This is an optimization exercise on Yosys and OpenROAD, whose aim is small area and a short achievable clock period, not a production implementation.
Where RTL was checked, it was by simulation tests only, not by an equivalence proof against the original.

==> inputs of v37 <==
==> flow/design.v <==
`timescale 1ns/1ps
`default_nettype none
module csd_mult_bank (
    input  wire logic        clk,
    input  wire logic        rst_n,
    input  wire logic [15:0] x,
    input  wire logic        x_valid,
    output logic      [31:0] y0,
    output logic      [31:0] y1,
    output logic      [31:0] y2,
    output logic      [31:0] y3,
    output logic             y_valid
);
    logic [15:0] x_r;
    always_ff @(posedge clk) begin
        x_r <= x;
    end
    always_ff @(posedge clk) begin
        if (!rst_n) y_valid <= 1'b0;
        else        y_valid <= x_valid;
    end
    logic signed [31:0] xs;
    assign xs = {{16{x_r[15]}}, x_r};
    assign y0 = -(xs <<< 10) + (xs <<< 8) - (xs <<< 6) - (xs <<< 2) + xs;
    assign y1 = -(xs <<< 7) - (xs <<< 4) - (xs <<< 1);
    assign y2 = (xs <<< 10) + (xs <<< 8) - (xs <<< 6) + (xs <<< 2) + xs;
    assign y3 = (xs <<< 9) - (xs <<< 7) - (xs <<< 4) - xs;
endmodule
`default_nettype wire
==> flow/run.sh <==
#!/bin/bash
# synth_recipe.tcl (not shown) runs the flow's synth.tcl, then flattens the netlist and writes it again
# the make line also repeats each setting of config.mk as NAME=value (left out here)
make -C /OpenROAD-flow-scripts/flow DESIGN_CONFIG=/design/flow/config.mk WORK_HOME=/design/flow/orfs CLKGATE_MAP_FILE= SYNTH_SCRIPT=/design/flow/synth_recipe.tcl finish
==> flow/config.mk <==
export PLATFORM = sky130hd
export DESIGN_NAME = csd_mult_bank
export DESIGN_NICKNAME = csd_mult_bank
export VERILOG_FILES = /design/flow/design.v
export SDC_FILE = /design/flow/constraint.sdc
export NUM_CORES = 4
export LEC_CHECK = 0
export CAP_MARGIN = 20
export CORE_MARGIN = 2
export CORE_UTILIZATION = 40
export SLEW_MARGIN = 20
==> flow/constraint.sdc <==
create_clock -name core_clock -period 5.0 [get_ports {clk}]
set_input_delay 1.0000 -clock core_clock [delete_from_list [all_inputs] [get_ports {clk}]]
set_output_delay 1.0000 -clock core_clock [all_outputs]
set_load 0.01 [all_outputs]
==> v11 (differences from v37) <==
==> flow/design.v (replaced) <==
`timescale 1ns/1ps
`default_nettype none
module csd_mult_bank (
    input  wire logic        clk,
    input  wire logic        rst_n,
    input  wire logic [15:0] x,
    input  wire logic        x_valid,
    output logic      [31:0] y0,
    output logic      [31:0] y1,
    output logic      [31:0] y2,
    output logic      [31:0] y3,
    output logic             y_valid
);
    logic signed [15:0] x_r;
    always_ff @(posedge clk) begin
        x_r <= x;
    end
    always_ff @(posedge clk) begin
        if (!rst_n) y_valid <= 1'b0;
        else        y_valid <= x_valid;
    end
    assign y0 = 32'(x_r * -835);
    assign y1 = 32'(x_r * -146);
    assign y2 = 32'(x_r * 1221);
    assign y3 = 32'(x_r * 367);
endmodule
`default_nettype wire
==> v33 (differences from v37) <==
==> flow/design.v (replaced) <==
`timescale 1ns/1ps
`default_nettype none
module csd_input_stage #(
    parameter int SAMPLE_W = 16,
    parameter int TERM_W   = 32
) (
    input  wire logic                clk,
    input  wire logic                rst_n,
    input  wire logic [SAMPLE_W-1:0] x,
    input  wire logic                x_valid,
    output logic      [TERM_W-1:0]   x_ext,
    output logic                     x_ext_valid
);
    logic [TERM_W-1:0] x_sext;
    assign x_sext = {{(TERM_W-SAMPLE_W){x[SAMPLE_W-1]}}, x};
    always_ff @(posedge clk) begin
        if (x_valid) begin
            x_ext <= x_sext;  
        end
    end
    always_ff @(posedge clk) begin
        if (!rst_n) begin
            x_ext_valid <= 1'b0;
        end else begin
            x_ext_valid <= x_valid;
        end
    end
endmodule
`default_nettype wire
`timescale 1ns/1ps
`default_nettype none
module csd_tap #(
    parameter int TERM_W     = 32,
    parameter int MAX_DIGITS = 5,
    parameter logic [MAX_DIGITS*5-1:0] SHIFT = '0,
    parameter logic [MAX_DIGITS-1:0]   NEG   = '0,
    parameter logic [MAX_DIGITS-1:0]   USED  = '0
) (
    input  wire logic              clk,
    input  wire logic              rst_n,
    input  wire logic [TERM_W-1:0] x_ext,
    input  wire logic              x_ext_valid,
    output logic      [TERM_W-1:0] cs_sum,
    output logic      [TERM_W-1:0] cs_carry,
    output logic                   tree_valid
);
    function automatic [TERM_W-1:0] csa_sum(
        input [TERM_W-1:0] a,
        input [TERM_W-1:0] b,
        input [TERM_W-1:0] c
    );
        csa_sum = a ^ b ^ c;
    endfunction
    function automatic [TERM_W-1:0] csa_carry(
        input [TERM_W-1:0] a,
        input [TERM_W-1:0] b,
        input [TERM_W-1:0] c
    );
        csa_carry = (a & b) | (b & c) | (a & c);
    endfunction
    logic [MAX_DIGITS-1:0][TERM_W-1:0] term;
    for (genvar i = 0; i < MAX_DIGITS; i++) begin : g_term
        logic [TERM_W-1:0] shifted;
        assign shifted = x_ext << SHIFT[i*5 +: 5];
        assign term[i] = !USED[i] ? '0 :
                         NEG[i]   ? -shifted : shifted;
    end
    logic [TERM_W-1:0] s1;
    logic [TERM_W-1:0] c1;
    logic [TERM_W-1:0] s2;
    logic [TERM_W-1:0] c2;
    logic [TERM_W-1:0] s3;
    logic [TERM_W-1:0] c3;
    logic [TERM_W-1:0] s4;
    logic [TERM_W-1:0] c4;
    assign s1 = csa_sum(term[0], term[1], term[2]);
    assign c1 = csa_carry(term[0], term[1], term[2]);
    assign s2 = csa_sum(term[3], term[4], '0);
    assign c2 = csa_carry(term[3], term[4], '0);
    assign s3 = csa_sum(s1, s2, c1 << 1);
    assign c3 = csa_carry(s1, s2, c1 << 1);
    assign s4 = csa_sum(s3, c2 << 1, c3 << 1);
    assign c4 = csa_carry(s3, c2 << 1, c3 << 1);
    always_ff @(posedge clk) begin
        if (x_ext_valid) begin
            cs_sum   <= s4;
            cs_carry <= c4;  
        end
    end
    always_ff @(posedge clk) begin
        if (!rst_n) begin
            tree_valid <= 1'b0;
        end else begin
            tree_valid <= x_ext_valid;
        end
    end
endmodule
`default_nettype wire
`timescale 1ns/1ps
`default_nettype none
module csd_output_stage #(
    parameter int NUM_TAPS = 4,
    parameter int TERM_W   = 32
) (
    input  wire logic                             clk,
    input  wire logic                             rst_n,
    input  wire logic [NUM_TAPS-1:0][TERM_W-1:0]  cs_sum,
    input  wire logic [NUM_TAPS-1:0][TERM_W-1:0]  cs_carry,
    input  wire logic                             tree_valid,
    output logic      [NUM_TAPS-1:0][TERM_W-1:0]  y,
    output logic                                  y_valid
);
    logic [NUM_TAPS-1:0][TERM_W-1:0] product;
    always_comb begin
        for (int t = 0; t < NUM_TAPS; t++) begin
            product[t] = cs_sum[t] + (cs_carry[t] << 1);
        end
    end
    always_ff @(posedge clk) begin
        if (!rst_n) begin
            for (int t = 0; t < NUM_TAPS; t++) begin
                y[t] <= '0;
            end
        end else if (tree_valid) begin
            for (int t = 0; t < NUM_TAPS; t++) begin
                y[t] <= product[t];
            end
        end
    end
    always_ff @(posedge clk) begin
        if (!rst_n) begin
            y_valid <= 1'b0;
        end else begin
            y_valid <= tree_valid;
        end
    end
endmodule
`default_nettype wire
`timescale 1ns/1ps
`default_nettype none
module csd_mult_bank (
    input  wire logic        clk,
    input  wire logic        rst_n,
    input  wire logic [15:0] x,
    input  wire logic        x_valid,
    output logic      [31:0] y0,
    output logic      [31:0] y1,
    output logic      [31:0] y2,
    output logic      [31:0] y3,
    output logic             y_valid
);
    localparam int SAMPLE_W = 16;
    localparam int TERM_W = 32;
    localparam int NUM_TAPS   = 4;
    localparam int MAX_DIGITS = 5;  
    localparam logic [NUM_TAPS*MAX_DIGITS*5-1:0] CSD_SHIFT = {
        {5'd0, 5'd0, 5'd4, 5'd7, 5'd9},
        {5'd0, 5'd2, 5'd6, 5'd8, 5'd10},
        {5'd0, 5'd0, 5'd1, 5'd4, 5'd7},
        {5'd0, 5'd2, 5'd6, 5'd8, 5'd10}
    };
    localparam logic [NUM_TAPS*MAX_DIGITS-1:0] CSD_NEG = {
        5'b01110,
        5'b00100,
        5'b00111,
        5'b01101
    };
    localparam logic [NUM_TAPS*MAX_DIGITS-1:0] CSD_USED = {
        5'b01111,
        5'b11111,
        5'b00111,
        5'b11111
    };
    logic [TERM_W-1:0] x_ext;
    logic              x_ext_valid;
    logic [NUM_TAPS-1:0][TERM_W-1:0] cs_sum;
    logic [NUM_TAPS-1:0][TERM_W-1:0] cs_carry;
    logic [NUM_TAPS-1:0]             tap_valid;  
    logic [NUM_TAPS-1:0][TERM_W-1:0] y;
    csd_input_stage #(
        .SAMPLE_W (SAMPLE_W),
        .TERM_W   (TERM_W)
    ) csd_input_stage_i (
        .clk         (clk),
        .rst_n       (rst_n),
        .x           (x),
        .x_valid     (x_valid),
        .x_ext       (x_ext),
        .x_ext_valid (x_ext_valid)
    );
    for (genvar t = 0; t < NUM_TAPS; t++) begin : g_tap
        csd_tap #(
            .TERM_W     (TERM_W),
            .MAX_DIGITS (MAX_DIGITS),
            .SHIFT      (CSD_SHIFT[t*MAX_DIGITS*5 +: MAX_DIGITS*5]),
            .NEG        (CSD_NEG[t*MAX_DIGITS +: MAX_DIGITS]),
            .USED       (CSD_USED[t*MAX_DIGITS +: MAX_DIGITS])
        ) csd_tap_i (
            .clk         (clk),
            .rst_n       (rst_n),
            .x_ext       (x_ext),
            .x_ext_valid (x_ext_valid),
            .cs_sum      (cs_sum[t]),
            .cs_carry    (cs_carry[t]),
            .tree_valid  (tap_valid[t])
        );
    end
    csd_output_stage #(
        .NUM_TAPS (NUM_TAPS),
        .TERM_W   (TERM_W)
    ) csd_output_stage_i (
        .clk        (clk),
        .rst_n      (rst_n),
        .cs_sum     (cs_sum),
        .cs_carry   (cs_carry),
        .tree_valid (tap_valid[0]),
        .y          (y),
        .y_valid    (y_valid)
    );
    assign y0 = y[0];
    assign y1 = y[1];
    assign y2 = y[2];
    assign y3 = y[3];
endmodule
`default_nettype wire
==> flow_summary_export.csv <==
group,metric,value,unit
logic_synthesis,synthCells,1579,
outcome,violations,"negative setup slack",
final_layout,post-route-util,66.9,%
final_layout,fillers,2667,
timing,finalWorstSetupSlack,-1.13,ns
final_layout,syn_to_final_growth,65.9,%
outcome,outcome,"failed layout checks",
final_layout,multi_input_gates,1057,
placed_design,dp_slack,-1.38,ns
timing,finalSetupViolations,88,
final_layout,seq_area_share,1.73,%
routing,wl_met3,1680,µm
logic_synthesis,yosysTopAreaCell,"fa_1",
timing,timing.hold.ws,1.17,ns
-- figures above: v11

==> flow_summary_export.csv <==
group,metric,value,unit
final_layout,syn_to_final_growth,17.0,%
logic_synthesis,yosysTopAreaCell,"edfxtp_1",
cts,clockRootBuffer,"clkbuf_16",
grt,grt_pass1_vias,16900,
hold_path,min_to,"csd_output_stage_i.y[89]$_SDFFE_PN0P_",
timing,finalSetupViolations,0,
cts,clk_latency,0.59,ns
outcome,outcome,"no timing/DRC/antenna violations",
timing,timing.hold.ws,0.450,ns
routing,wl_met3,2790,µm
placed_design,dp_slack,0.578,ns
final_layout,final_cell_mix,"ha_1, edfxtp_1, inv_1",
timing,finalWorstSetupSlack,0.562,ns
final_layout,post-route-util,47.5,%
final_layout,multi_input_gates,1476,
final_layout,fillers,5437,
final_layout,seq_area_share,34.7,%
timing,worstMarginPinSlew,0.985,ns
-- figures above: v33

==> flow_summary_export.csv <==
group,metric,value,unit
outcome,outcome,"failed layout checks",
outcome,violations,"negative setup slack",
logic_synthesis,synthCells,1040,
final_layout,multi_input_gates,838,
timing,timing.hold.ws,1.17,ns
timing,finalSetupViolations,44,
final_layout,post-route-util,64.7,%
final_layout,syn_to_final_growth,58.7,%
timing,finalWorstSetupSlack,-0.270,ns
placed_design,dp_slack,-0.514,ns
cts,cts_tree,"built",
final_layout,fillers,1864,
-- figures above: v37

Only the layout flow was run in v37 and v11; the RTL was not checked for function there.

==> static timing again, ports no longer ideal <==
No port has a modelled driver above. Below, the same layouts with a new extraction and two added sets of constraints. Step 1 (the two cells are an assumption about what drives the block):
set clk [get_ports {clk}]
set_driving_cell -lib_cell sky130_fd_sc_hd__clkbuf_16 $clk
set_driving_cell -lib_cell sky130_fd_sc_hd__buf_2 [delete_from_list [all_inputs] $clk]
Step 2 times the ports against the registers' clock, not the clock port: input delays grow and output delays shrink by t, the midpoint of the rising clock arrivals with the driver on. Three values: ideal, step 1, step 2; two values: the first two.
run | t (ns) | setup WS [ns] | cell pins on the clock port's net
v37 | 0.288 | -0.270 / -0.303 / -0.015 | 1
v11 | 0.303 | -1.129 / -1.170 / -0.867 | 1
v33 | 0.627 | 0.562 / 0.562 / 0.562 | 1
